This is an optimization exercise on Yosys and OpenROAD, whose aim is a short achievable clock period and few clock cycles per item, not a production implementation.
In this exercise RTL edits were held to simulation tests only and were not proved equivalent to the original.
Power is estimated from default activity; no workload was simulated.

### design/flow/config.mk
export PLATFORM = sky130hd
export DESIGN_NAME = ooo_top
export DESIGN_NICKNAME = ooo_top
export VERILOG_FILES = /design/flow/design.v
export SDC_FILE = /design/flow/constraint.sdc
export NUM_CORES = 4
export LEC_CHECK = 0
export CAP_MARGIN = 20
export CORE_MARGIN = 2
export CORE_UTILIZATION = 40
export SLEW_MARGIN = 20
### design/flow/constraint.sdc
create_clock -name core_clock -period 10.0 [get_ports {clk}]
set_input_delay 2.0000 -clock core_clock [delete_from_list [all_inputs] [get_ports {clk}]]
set_output_delay 2.0000 -clock core_clock [all_outputs]
set_load 0.01 [all_outputs]
### design/flow/design.v
`timescale 1ns/100ps
`default_nettype none
package ooo_pkg;
    localparam int WORD_W     = 32;
    localparam int REG_CNT    = 16;
    localparam int REG_ADDR_W = 4;
    localparam int TAG_W      = 4;    
    localparam int ALU_CNT    = 2;
    localparam int OPC_W      = 6;
    localparam int IMM_W      = 16;
    typedef enum logic [2:0] {
        OP_ADD,
        OP_SUB,
        OP_AND,
        OP_OR,
        OP_XOR,
        OP_SLL,
        OP_ADDI,
        OP_MUL
    } op_e;
    typedef struct packed {
        logic [OPC_W-1:0]                        opcode;   
        logic [REG_ADDR_W-1:0]                   rd;
        logic [REG_ADDR_W-1:0]                   rs;
        logic [REG_ADDR_W-1:0]                   rt;
        logic [WORD_W-OPC_W-3*REG_ADDR_W-1:0]    unused;
    } r_fmt_t;
    typedef struct packed {
        logic [OPC_W-1:0]                              opcode;
        logic [REG_ADDR_W-1:0]                         rd;
        logic [REG_ADDR_W-1:0]                         rs;
        logic [WORD_W-OPC_W-2*REG_ADDR_W-IMM_W-1:0]    pad;
        logic [IMM_W-1:0]                              imm;   
    } i_fmt_t;
    typedef union packed {
        r_fmt_t r_fmt;
        i_fmt_t i_fmt;
    } instr_u;
    typedef struct packed {
        op_e               op;
        logic [TAG_W-1:0]  tag_x;
        logic [TAG_W-1:0]  tag_y;
        logic [WORD_W-1:0] data_x;
        logic [WORD_W-1:0] data_y;
        logic [TAG_W-1:0]  tag_w;
    } rs_entry_t;
    typedef struct packed {
        logic              valid;
        logic [TAG_W-1:0]  tag;
        logic [WORD_W-1:0] data;
    } result_bus_t;
endpackage
`default_nettype wire
`timescale 1ns/100ps
`default_nettype none
module reg_status
 (
    input  wire                                 clk,
    input  wire                                 rst,
    input  wire [ooo_pkg::REG_ADDR_W-1:0]       src_x_addr,
    input  wire [ooo_pkg::REG_ADDR_W-1:0]       src_y_addr,
    input  wire                                 alloc_valid,
    input  wire [ooo_pkg::REG_ADDR_W-1:0]       alloc_rd,
    input  wire ooo_pkg::result_bus_t           result0,
    input  wire ooo_pkg::result_bus_t           result1,
    input  wire [ooo_pkg::REG_ADDR_W-1:0]       result_rd0,
    input  wire [ooo_pkg::REG_ADDR_W-1:0]       result_rd1,
    output logic [ooo_pkg::TAG_W-1:0]           src_x_tag,
    output logic [ooo_pkg::WORD_W-1:0]          src_x_data,
    output logic [ooo_pkg::TAG_W-1:0]           src_y_tag,
    output logic [ooo_pkg::WORD_W-1:0]          src_y_data,
    output logic [ooo_pkg::TAG_W-1:0]           alloc_tag
);
    logic [ooo_pkg::WORD_W-1:0]     regs [ooo_pkg::REG_CNT];
    logic [ooo_pkg::TAG_W-1:0]      tags [ooo_pkg::REG_CNT];
    logic [ooo_pkg::TAG_W-1:0]      last_tag;
    logic                           bus_valid [ooo_pkg::ALU_CNT];
    logic [ooo_pkg::TAG_W-1:0]      bus_tag [ooo_pkg::ALU_CNT];
    logic [ooo_pkg::WORD_W-1:0]     bus_data [ooo_pkg::ALU_CNT];
    logic [ooo_pkg::REG_ADDR_W-1:0] bus_rd [ooo_pkg::ALU_CNT];
    assign bus_valid[0] = result0.valid;
    assign bus_tag[0]   = result0.tag;
    assign bus_data[0]  = result0.data;
    assign bus_valid[1] = result1.valid;
    assign bus_tag[1]   = result1.tag;
    assign bus_data[1]  = result1.data;
    assign bus_rd[0] = result_rd0;
    assign bus_rd[1] = result_rd1;
    assign src_x_tag  = tags[src_x_addr];
    assign src_x_data = regs[src_x_addr];
    assign src_y_tag  = tags[src_y_addr];
    assign src_y_data = regs[src_y_addr];
    assign alloc_tag = (&last_tag) ? 4'd1 : last_tag + 4'd1;
    always_ff @(posedge clk) begin
        if (rst) begin
            for (int r = 0; r < ooo_pkg::REG_CNT; r++) begin
                regs[r] <= '0;
                tags[r] <= '0;
            end
            last_tag <= '0;
        end else begin
            for (int b = 0; b < ooo_pkg::ALU_CNT; b++) begin
                if (bus_valid[b] && tags[bus_rd[b]] == bus_tag[b]) begin
                    regs[bus_rd[b]] <= bus_data[b];
                    tags[bus_rd[b]] <= '0;
                end
            end
            if (alloc_valid) begin
                tags[alloc_rd] <= alloc_tag;
                last_tag       <= alloc_tag;
            end
        end
    end
endmodule
`default_nettype wire
`timescale 1ns/100ps
`default_nettype none
module dispatch (
    input  wire                                 issue_valid,
    input  wire ooo_pkg::instr_u                issue_instr,
    input  wire [ooo_pkg::TAG_W-1:0]            src_x_tag,
    input  wire [ooo_pkg::WORD_W-1:0]           src_x_data,
    input  wire [ooo_pkg::TAG_W-1:0]            src_y_tag,
    input  wire [ooo_pkg::WORD_W-1:0]           src_y_data,
    input  wire [ooo_pkg::TAG_W-1:0]            alloc_tag,
    input  wire [ooo_pkg::ALU_CNT-1:0]          slot_busy,
    output logic                                issue_ready,
    output logic [ooo_pkg::REG_ADDR_W-1:0]      src_x_addr,
    output logic [ooo_pkg::REG_ADDR_W-1:0]      src_y_addr,
    output logic                                alloc_valid,
    output logic [ooo_pkg::REG_ADDR_W-1:0]      alloc_rd,
    output logic [ooo_pkg::ALU_CNT-1:0]         slot_load,
    output ooo_pkg::rs_entry_t                  slot_entry,
    output logic [ooo_pkg::REG_ADDR_W-1:0]      slot_rd
);
    ooo_pkg::op_e               op;
    logic              is_imm;
    logic [ooo_pkg::WORD_W-1:0] imm_ext;
    logic [ooo_pkg::ALU_CNT-1:0] free_sel;
    logic              accept;
    assign op      = ooo_pkg::op_e'(issue_instr.r_fmt.opcode[2:0]);
    assign is_imm  = (op == ooo_pkg::OP_ADDI);
    assign imm_ext = {{(ooo_pkg::WORD_W-ooo_pkg::IMM_W){issue_instr.i_fmt.imm[ooo_pkg::IMM_W-1]}},
                      issue_instr.i_fmt.imm};
    assign src_x_addr = issue_instr.r_fmt.rs;
    assign src_y_addr = issue_instr.r_fmt.rt;
    always_comb begin
        free_sel = '0;
        for (int i = ooo_pkg::ALU_CNT - 1; i >= 0; i--) begin
            if (!slot_busy[i]) begin
                free_sel    = '0;
                free_sel[i] = 1'b1;   
            end
        end
    end
    assign issue_ready = ~&slot_busy;
    assign accept      = issue_valid && issue_ready;
    assign alloc_valid = accept;
    assign alloc_rd    = issue_instr.r_fmt.rd;
    assign slot_load   = accept ? free_sel : '0;
    assign slot_rd     = issue_instr.r_fmt.rd;
    always_comb begin
        slot_entry.op     = op;
        slot_entry.tag_x  = src_x_tag;
        slot_entry.data_x = src_x_data;
        slot_entry.tag_w  = alloc_tag;
        if (is_imm) begin
            slot_entry.tag_y  = '0;
            slot_entry.data_y = imm_ext;
        end else begin
            slot_entry.tag_y  = src_y_tag;
            slot_entry.data_y = src_y_data;
        end
    end
endmodule
`default_nettype wire
`timescale 1ns/100ps
`default_nettype none
module rs_alu (
    input  wire                                 clk,
    input  wire                                 rst,
    input  wire [ooo_pkg::ALU_CNT-1:0]          slot_load,
    input  wire ooo_pkg::rs_entry_t             slot_entry,
    input  wire [ooo_pkg::REG_ADDR_W-1:0]       slot_rd,
    input  wire ooo_pkg::result_bus_t           result0,
    input  wire ooo_pkg::result_bus_t           result1,
    input  wire [ooo_pkg::ALU_CNT-1:0]          alu_busy,
    output logic [ooo_pkg::ALU_CNT-1:0]         slot_busy,
    output logic [ooo_pkg::ALU_CNT-1:0]         exec_valid,
    output ooo_pkg::rs_entry_t                  exec_entry0,
    output ooo_pkg::rs_entry_t                  exec_entry1,
    output logic [ooo_pkg::REG_ADDR_W-1:0]      exec_rd0,
    output logic [ooo_pkg::REG_ADDR_W-1:0]      exec_rd1
);
    localparam int TW = ooo_pkg::TAG_W;
    localparam int DW = ooo_pkg::WORD_W;
    function automatic logic [TW+DW-1:0] capture(
        input logic [TW-1:0] tag,
        input logic [DW-1:0] data,
        input logic          b0_valid,
        input logic [TW-1:0] b0_tag,
        input logic [DW-1:0] b0_data,
        input logic          b1_valid,
        input logic [TW-1:0] b1_tag,
        input logic [DW-1:0] b1_data
    );
        logic [TW+DW-1:0] res;
        res = {tag, data};
        if (b0_valid && tag == b0_tag) begin
            res = {{TW{1'b0}}, b0_data};
        end else if (b1_valid && tag == b1_tag) begin
            res = {{TW{1'b0}}, b1_data};
        end
        capture = res;
    endfunction
    for (genvar i = 0; i < ooo_pkg::ALU_CNT; i++) begin : g_slot
        logic                           occupied;
        ooo_pkg::rs_entry_t             entry_q;
        logic [ooo_pkg::REG_ADDR_W-1:0] dest_q;
        ooo_pkg::rs_entry_t             snoop_src;
        ooo_pkg::rs_entry_t             snoop_out;
        assign exec_valid[i] = occupied && entry_q.tag_x == '0 && entry_q.tag_y == '0
                               && !alu_busy[i];
        assign slot_busy[i]  = occupied;
        assign snoop_src = slot_load[i] ? slot_entry : entry_q;
        always_comb begin
            snoop_out = snoop_src;
            {snoop_out.tag_x, snoop_out.data_x} = capture(snoop_src.tag_x, snoop_src.data_x,
                result0.valid, result0.tag, result0.data,
                result1.valid, result1.tag, result1.data);
            {snoop_out.tag_y, snoop_out.data_y} = capture(snoop_src.tag_y, snoop_src.data_y,
                result0.valid, result0.tag, result0.data,
                result1.valid, result1.tag, result1.data);
        end
        always_ff @(posedge clk) begin
            if (rst) begin
                occupied <= 1'b0;
                entry_q  <= '0;
                dest_q   <= '0;
            end else if (slot_load[i]) begin
                occupied <= 1'b1;
                entry_q  <= snoop_out;
                dest_q   <= slot_rd;
            end else if (exec_valid[i]) begin
                occupied <= 1'b0;   
            end else if (occupied) begin
                entry_q  <= snoop_out;
            end
        end
    end
    assign exec_entry0 = g_slot[0].entry_q;
    assign exec_entry1 = g_slot[1].entry_q;
    assign exec_rd0    = g_slot[0].dest_q;
    assign exec_rd1    = g_slot[1].dest_q;
endmodule
`default_nettype wire
`timescale 1ns/100ps
`default_nettype none
module alu_exec #(
    parameter int MUL_LAT = 3
) (
    input  wire                                 clk,
    input  wire                                 rst,
    input  wire                                 exec_valid,
    input  wire ooo_pkg::rs_entry_t             exec_entry,
    input  wire [ooo_pkg::REG_ADDR_W-1:0]       exec_rd,
    output logic                                alu_busy,
    output ooo_pkg::result_bus_t                result,
    output logic [ooo_pkg::REG_ADDR_W-1:0]      result_rd
);
    localparam int CNT_W   = $clog2(MUL_LAT);
    localparam int SHAMT_W = $clog2(ooo_pkg::WORD_W);
    logic [CNT_W-1:0]      cnt;
    ooo_pkg::rs_entry_t             mul_q;
    logic [ooo_pkg::REG_ADDR_W-1:0] mul_rd;
    logic [ooo_pkg::WORD_W-1:0]     mul_prod;
    logic [ooo_pkg::WORD_W-1:0]     simple_out;
    assign alu_busy = (cnt != '0);
    assign mul_prod = mul_q.data_x * mul_q.data_y;   
    always_comb begin
        case (exec_entry.op)
            ooo_pkg::OP_ADD, ooo_pkg::OP_ADDI: simple_out = exec_entry.data_x + exec_entry.data_y;
            ooo_pkg::OP_SUB:          simple_out = exec_entry.data_x - exec_entry.data_y;
            ooo_pkg::OP_AND:          simple_out = exec_entry.data_x & exec_entry.data_y;
            ooo_pkg::OP_OR:           simple_out = exec_entry.data_x | exec_entry.data_y;
            ooo_pkg::OP_XOR:          simple_out = exec_entry.data_x ^ exec_entry.data_y;
            ooo_pkg::OP_SLL:          simple_out = exec_entry.data_x << exec_entry.data_y[SHAMT_W-1:0];
            default:         simple_out = '0;
        endcase
    end
    always_ff @(posedge clk) begin
        if (rst) begin
            cnt       <= '0;
            result    <= '0;
            result_rd <= '0;
        end else begin
            result.valid <= 1'b0;
            if (cnt != '0) begin
                cnt <= cnt - 1'b1;
                if (cnt == 1) begin
                    result    <= {1'b1, mul_q.tag_w, mul_prod};
                    result_rd <= mul_rd;
                end
            end else if (exec_valid) begin
                if (exec_entry.op == ooo_pkg::OP_MUL) begin
                    cnt <= CNT_W'(MUL_LAT - 1);
                end else begin
                    result    <= {1'b1, exec_entry.tag_w, simple_out};
                    result_rd <= exec_rd;
                end
            end
        end
    end
    always_ff @(posedge clk) begin
        if (exec_valid && !alu_busy && exec_entry.op == ooo_pkg::OP_MUL) begin
            mul_q  <= exec_entry;
            mul_rd <= exec_rd;
        end
    end
endmodule
`default_nettype wire
`timescale 1ns/100ps
`default_nettype none
module ooo_core #(
    parameter int MUL_LAT = 3
) (
    input  wire                                 clk,
    input  wire                                 rst,
    input  wire                                 issue_valid,
    input  wire ooo_pkg::instr_u                issue_instr,
    output logic                                issue_ready,
    output ooo_pkg::result_bus_t                result0,
    output ooo_pkg::result_bus_t                result1,
    output logic [ooo_pkg::REG_ADDR_W-1:0]      result_rd0,
    output logic [ooo_pkg::REG_ADDR_W-1:0]      result_rd1
);
    logic [ooo_pkg::REG_ADDR_W-1:0] src_x_addr;
    logic [ooo_pkg::REG_ADDR_W-1:0] src_y_addr;
    logic [ooo_pkg::TAG_W-1:0]      src_x_tag;
    logic [ooo_pkg::TAG_W-1:0]      src_y_tag;
    logic [ooo_pkg::WORD_W-1:0]     src_x_data;
    logic [ooo_pkg::WORD_W-1:0]     src_y_data;
    logic                  alloc_valid;
    logic [ooo_pkg::REG_ADDR_W-1:0] alloc_rd;
    logic [ooo_pkg::TAG_W-1:0]      alloc_tag;
    logic [ooo_pkg::ALU_CNT-1:0]    slot_load;
    ooo_pkg::rs_entry_t             slot_entry;
    logic [ooo_pkg::REG_ADDR_W-1:0] slot_rd;
    logic [ooo_pkg::ALU_CNT-1:0]    slot_busy;
    logic [ooo_pkg::ALU_CNT-1:0]    exec_valid;
    ooo_pkg::rs_entry_t             exec_entry0;
    ooo_pkg::rs_entry_t             exec_entry1;
    logic [ooo_pkg::REG_ADDR_W-1:0] exec_rd0;
    logic [ooo_pkg::REG_ADDR_W-1:0] exec_rd1;
    logic [ooo_pkg::ALU_CNT-1:0]    alu_busy;
    dispatch dispatch_inst (
        .issue_valid (issue_valid),
        .issue_instr (issue_instr),
        .src_x_tag   (src_x_tag),
        .src_x_data  (src_x_data),
        .src_y_tag   (src_y_tag),
        .src_y_data  (src_y_data),
        .alloc_tag   (alloc_tag),
        .slot_busy   (slot_busy),
        .issue_ready (issue_ready),
        .src_x_addr  (src_x_addr),
        .src_y_addr  (src_y_addr),
        .alloc_valid (alloc_valid),
        .alloc_rd    (alloc_rd),
        .slot_load   (slot_load),
        .slot_entry  (slot_entry),
        .slot_rd     (slot_rd)
    );
    reg_status reg_status_inst (
        .clk         (clk),
        .rst         (rst),
        .src_x_addr  (src_x_addr),
        .src_y_addr  (src_y_addr),
        .alloc_valid (alloc_valid),
        .alloc_rd    (alloc_rd),
        .result0     (result0),
        .result1     (result1),
        .result_rd0  (result_rd0),
        .result_rd1  (result_rd1),
        .src_x_tag   (src_x_tag),
        .src_x_data  (src_x_data),
        .src_y_tag   (src_y_tag),
        .src_y_data  (src_y_data),
        .alloc_tag   (alloc_tag)
    );
    rs_alu rs_alu_inst (
        .clk         (clk),
        .rst         (rst),
        .slot_load   (slot_load),
        .slot_entry  (slot_entry),
        .slot_rd     (slot_rd),
        .result0     (result0),
        .result1     (result1),
        .alu_busy    (alu_busy),
        .slot_busy   (slot_busy),
        .exec_valid  (exec_valid),
        .exec_entry0 (exec_entry0),
        .exec_entry1 (exec_entry1),
        .exec_rd0    (exec_rd0),
        .exec_rd1    (exec_rd1)
    );
    alu_exec #(.MUL_LAT(MUL_LAT)) alu0_inst (
        .clk        (clk),
        .rst        (rst),
        .exec_valid (exec_valid[0]),
        .exec_entry (exec_entry0),
        .exec_rd    (exec_rd0),
        .alu_busy   (alu_busy[0]),
        .result     (result0),
        .result_rd  (result_rd0)
    );
    alu_exec #(.MUL_LAT(MUL_LAT)) alu1_inst (
        .clk        (clk),
        .rst        (rst),
        .exec_valid (exec_valid[1]),
        .exec_entry (exec_entry1),
        .exec_rd    (exec_rd1),
        .alu_busy   (alu_busy[1]),
        .result     (result1),
        .result_rd  (result_rd1)
    );
endmodule
`default_nettype wire
`timescale 1ns/100ps
`default_nettype none
module ooo_top (
    input  wire        clk,
    input  wire        rst,
    input  wire        issue_valid,
    input  wire [31:0] issue_instr,
    output wire        issue_ready,
    output wire        result0_valid,
    output wire [3:0]  result0_tag,
    output wire [31:0] result0_data,
    output wire [3:0]  result0_rd,
    output wire        result1_valid,
    output wire [3:0]  result1_tag,
    output wire [31:0] result1_data,
    output wire [3:0]  result1_rd
);
    ooo_pkg::result_bus_t r0;
    ooo_pkg::result_bus_t r1;
    ooo_core #(.MUL_LAT(3)) core (
        .clk         (clk),
        .rst         (rst),
        .issue_valid (issue_valid),
        .issue_instr (issue_instr),
        .issue_ready (issue_ready),
        .result0     (r0),
        .result1     (r1),
        .result_rd0  (result0_rd),
        .result_rd1  (result1_rd)
    );
    assign result0_valid = r0.valid;
    assign result0_tag   = r0.tag;
    assign result0_data  = r0.data;
    assign result1_valid = r1.valid;
    assign result1_tag   = r1.tag;
    assign result1_data  = r1.data;
endmodule
`default_nettype wire
### design/flow/run.sh
#!/bin/bash
# synth_recipe.tcl (not shown) runs the flow's synth.tcl, then flattens the netlist and writes it again
# the make line also repeats each setting of config.mk as NAME=value (left out here)
make -C /OpenROAD-flow-scripts/flow DESIGN_CONFIG=/design/flow/config.mk WORK_HOME=/design/flow/orfs CLKGATE_MAP_FILE= SYNTH_SCRIPT=/design/flow/synth_recipe.tcl finish
==> results.cfg <==
[clock_network]
cts_hold_buf = 0
cts_made_buffers = 101
cts_tree = yes
root_buffer = clkbuf_16
post_cts.repair.setup_buffers = 0
cts_buffer_depth = 3
insertion_delay_ns = 0.76
cts-htree-levels = 3
cts_resized = 0
clkSinkCount = 986
clk_pin_slew_worst_paths_ns = 0.06

[routing]
ant_nets = 0
via_per_inst = 6.20
wl_met3_mm = 35.3
dr.pass1.iters = 6
vias = 74581
drtIter0Drc = 8167
drc = 0
route.met2.wl_mm = 159
top_layer = met5
wl_per_cell_um = 29.1
wl_mm = 350
wl_met1_mm = 134

[power_and_ir_drop]
pwr-share-comb = 0.230
pwr-share-seq = 0.412
p_total_mw = 11.4
ir_drop_mv = 0.137
power.switching_mw = 3.61
p_leak_nw = 41.5
switching_share = 0.317
intPower_mw = 7.76
clkPwrFrac = 0.359
p_per_area_nw_per_um2 = 111

[grt]
grt_pass1_wl_mm = 512
grt_pass1_vias = 75005
gr-usage-all-layers = 0.291
antenna_found_initial = 8
grt_max_degree = 104
overflow = 0

[worst_setup_path]
path_common_cell = fa_1
startpoint_type = flop
cpMaxStageDelayCell = edfxtp_1
worst_ep_required_time_ns = 10.61
slowest_delay_ns = 1.05
cp_cell_sequence = and2_1 > fa_1 > inv_1 > fa_1 > fa_1 > fa_1 > inv_1 > fa_1 > inv_1 > fa_1 > inv_1 > fa_1 > fa_1 > ha_1 > a21o_1 > a21o_1 > nor3_1 > nand3_1 > a31oi_1 > o21ai_0 > xor2_1 > a221oi_1 > nor3_1
critPathMaxFanout = 29
critical_path_arrival_ns = 8.96
crit_type = reg2reg
critical_path.endpoint_type = flop

[sta]
fin_crit_ns = 8.34
hold_slack_ns = 0.457
clock.fmax_mhz = 120
timing.setup.tns_ns = 0
setup_slack_ns = 1.66
max_slew_margin = 0.185
final-hold-violation-count = 0
rsz0062_at_grt = no
period_share = 0.834
final_max_slew_viol_count = 0
finClkSkew_ns = 0.0398
worstMarginPinSlew_ns = 1.22
setup_viol = 0

[yosys]
syn_nets = 10382
avgSynthCellArea_um2 = 10.3
synthArstFlopShare = 0
syn_inst = 9082
synthTopCellsByArea = edfxtp_1, fa_1, mux4_2
synth_edf_count = 720
yosysMostFrequentCell = inv_1
synth_flop_cell = edfxtp_1
synthesis.area_um2 = 93900
synth_warnings = 8
synth_cell_types = 86
synth_seq_cells = 986
ys_seq_area_frac = 0.287
yosysTopAreaCell = edfxtp_1
synth_top_area_frac = 0.230
synthTopCellsByCount = inv_1, nand2_1, fa_1, edfxtp_1, clkbuf_1

[die]
fp-row-count = 177
ioPinCount = 118
die-area_um2 = 239000
fp.dieW_um = 489
initial_core_util = 0.403
die_h_um = 489
coreArea_um2 = 233000

[flow_run]
cap_violations = 0

[cells_and_area]
fin_util = 0.438
areaGrowthSynthToFinish_pct = 8.61
nets = 10102
fin_cells = 12028
stdcell_area_um2 = 102000
final_layout_size_suffix_gt1_frac = 0.107

[placed_design]
routabilityCongestion = 0.950
post-dp-hpwl_mm = 242
dpl_worst_slack_ns = 1.61
placed_cells = 11826
io_buffers = 114
placed_cell_area_um2 = 98400

[outcome]
status = complete, no violations

[min_path]
min_path_type = reg2reg
layer usage:
layer / up-vias / GRT usage
met2: 4345 / 0.457
met5: - / 0
li1: 31305 / -
met4: 6 / 0.157
met3: 961 / 0.0624
met1: 37964 / 0.374
critical path, delay by kind of cell (launching register included):
family | cells | cell delay, ns
compound gates | 5 | 1.76
xor+xnor | 1 | 0.24
fa+ha+maj | 9 | 4.24
buf+inv | 4 | 0.25
flops | 1 | 1.05
simple gates | 4 | 0.66
flip-flops by register name, indices dropped and copies added, names as in the netlist, named ones only:
name and flops:
core.reg_status_inst.regs 512, core.rs_alu_inst.g_slot.entry_q 158, core.alu0_inst.mul_q 68, core.alu1_inst.mul_q 68
core.reg_status_inst.tags 64, core.alu0_inst.result 37, core.alu1_inst.result 37, core.rs_alu_inst.g_slot.dest_q 8
core.alu0_inst.mul_rd 4, core.alu0_inst.result_rd 4, core.alu1_inst.mul_rd 4, core.alu1_inst.result_rd 4
core.reg_status_inst.last_tag 4, core.alu0_inst.cnt 2, core.alu1_inst.cnt 2, core.rs_alu_inst.g_slot.occupied 2
cells by family after synthesis:
logic type / Yosys count / synth area share
AND/OR/NAND/NOR: 2401 / 0.122
AO/OA/AOI/OAI: 1747 / 0.136
buffers and inverters: 1723 / 0.0701
adder cells (fa/ha/maj): 1265 / 0.234
flip-flops: 986 / 0.287
multiplexers: 639 / 0.121
XOR/XNOR: 321 / 0.0299
final timing paths:
kind / slack (ns) / startpoint / cells after the start / endpoint
hold reg to reg: 0.46 / core.rs_alu_inst.g_slot[0].dest_q[3] / 0 / core.alu0_inst.mul_rd[3]
hold / removal: 0.46 / core.rs_alu_inst.g_slot[0].dest_q[3] / 0 / core.alu0_inst.mul_rd[3]
setup / recovery: 1.66 / core.alu1_inst.mul_q[7] / 23 / core.alu1_inst.result[24]
setup reg to reg: 1.66 / core.alu1_inst.mul_q[7] / 23 / core.alu1_inst.result[24]
cell type report:
type                       count  area, um2
multi-input combinational   6373      60800
fill                       22100     131000
antenna                        5       12.5
tap                         3132       3920
timing repair buffer         390       3290
inverter                     950       3570
sequential                   986      27000
clock inverter                65        837
clock buffer                 127       2660
cells in the final DEF, fill, tap and decap left out, types with 67 or more instances in the layout:
cell type	count
edfxtp_1	720
mux4_2	378
nor2_1	528
ha_1	446
fa_1	818
xnor2_1	233
nand2_1	855
mux2i_1	218
inv_1	944
o22ai_1	80
buf_4	270
a21oi_1	283
a22o_1	577
and2_1	593
nor3_1	67
o21ai_0	191
clkbuf_16	101
nand3_1	87
xor2_1	88
dfxtp_1	260
clkdlybuf4s50_1	106
a22oi_1	115
a211oi_1	80
power groups by stage:
stage               Sequential, mW  Clock (mW)  Combinational (mW)
global placement              4.75           0                2.49
global route                  4.69        4.25                2.74
floorplan                     4.71           0                1.65
detailed placement            4.76           0                2.51
CTS                           4.67        4.10                2.53
finish                        4.68        4.08                2.61
Testbench counts, summed over its fixed seeds: cycles 24,501, instrs 20,000.

## port drivers added, routing unchanged
In the flow no input, the clock included, has a driving cell. The finished layout below was timed again as built, in two steps. Step 1 (the two cells are an assumption about what drives the block):
set clk [get_ports {clk}]
set_driving_cell -lib_cell sky130_fd_sc_hd__clkbuf_16 $clk
set_driving_cell -lib_cell sky130_fd_sc_hd__buf_2 [delete_from_list [all_inputs] $clk]
Step 2, shift: input delay + t, output delay - t, t = (earliest + latest rising clock arrival at the registers) / 2. This alone moves slack from input paths to output paths. Three values: no drivers, after step 1, after step 2; two values: the first two.
t, ns: 0.825
setup slack, ns: 1.655 / 1.655 / 1.655
worst hold slack (ns): 0.457 / 0.457 / 0.457
After both steps setup and hold are still met in this run. The setup slack of this run moves by 0.000 ns with the drivers and by 0.000 ns with both steps.
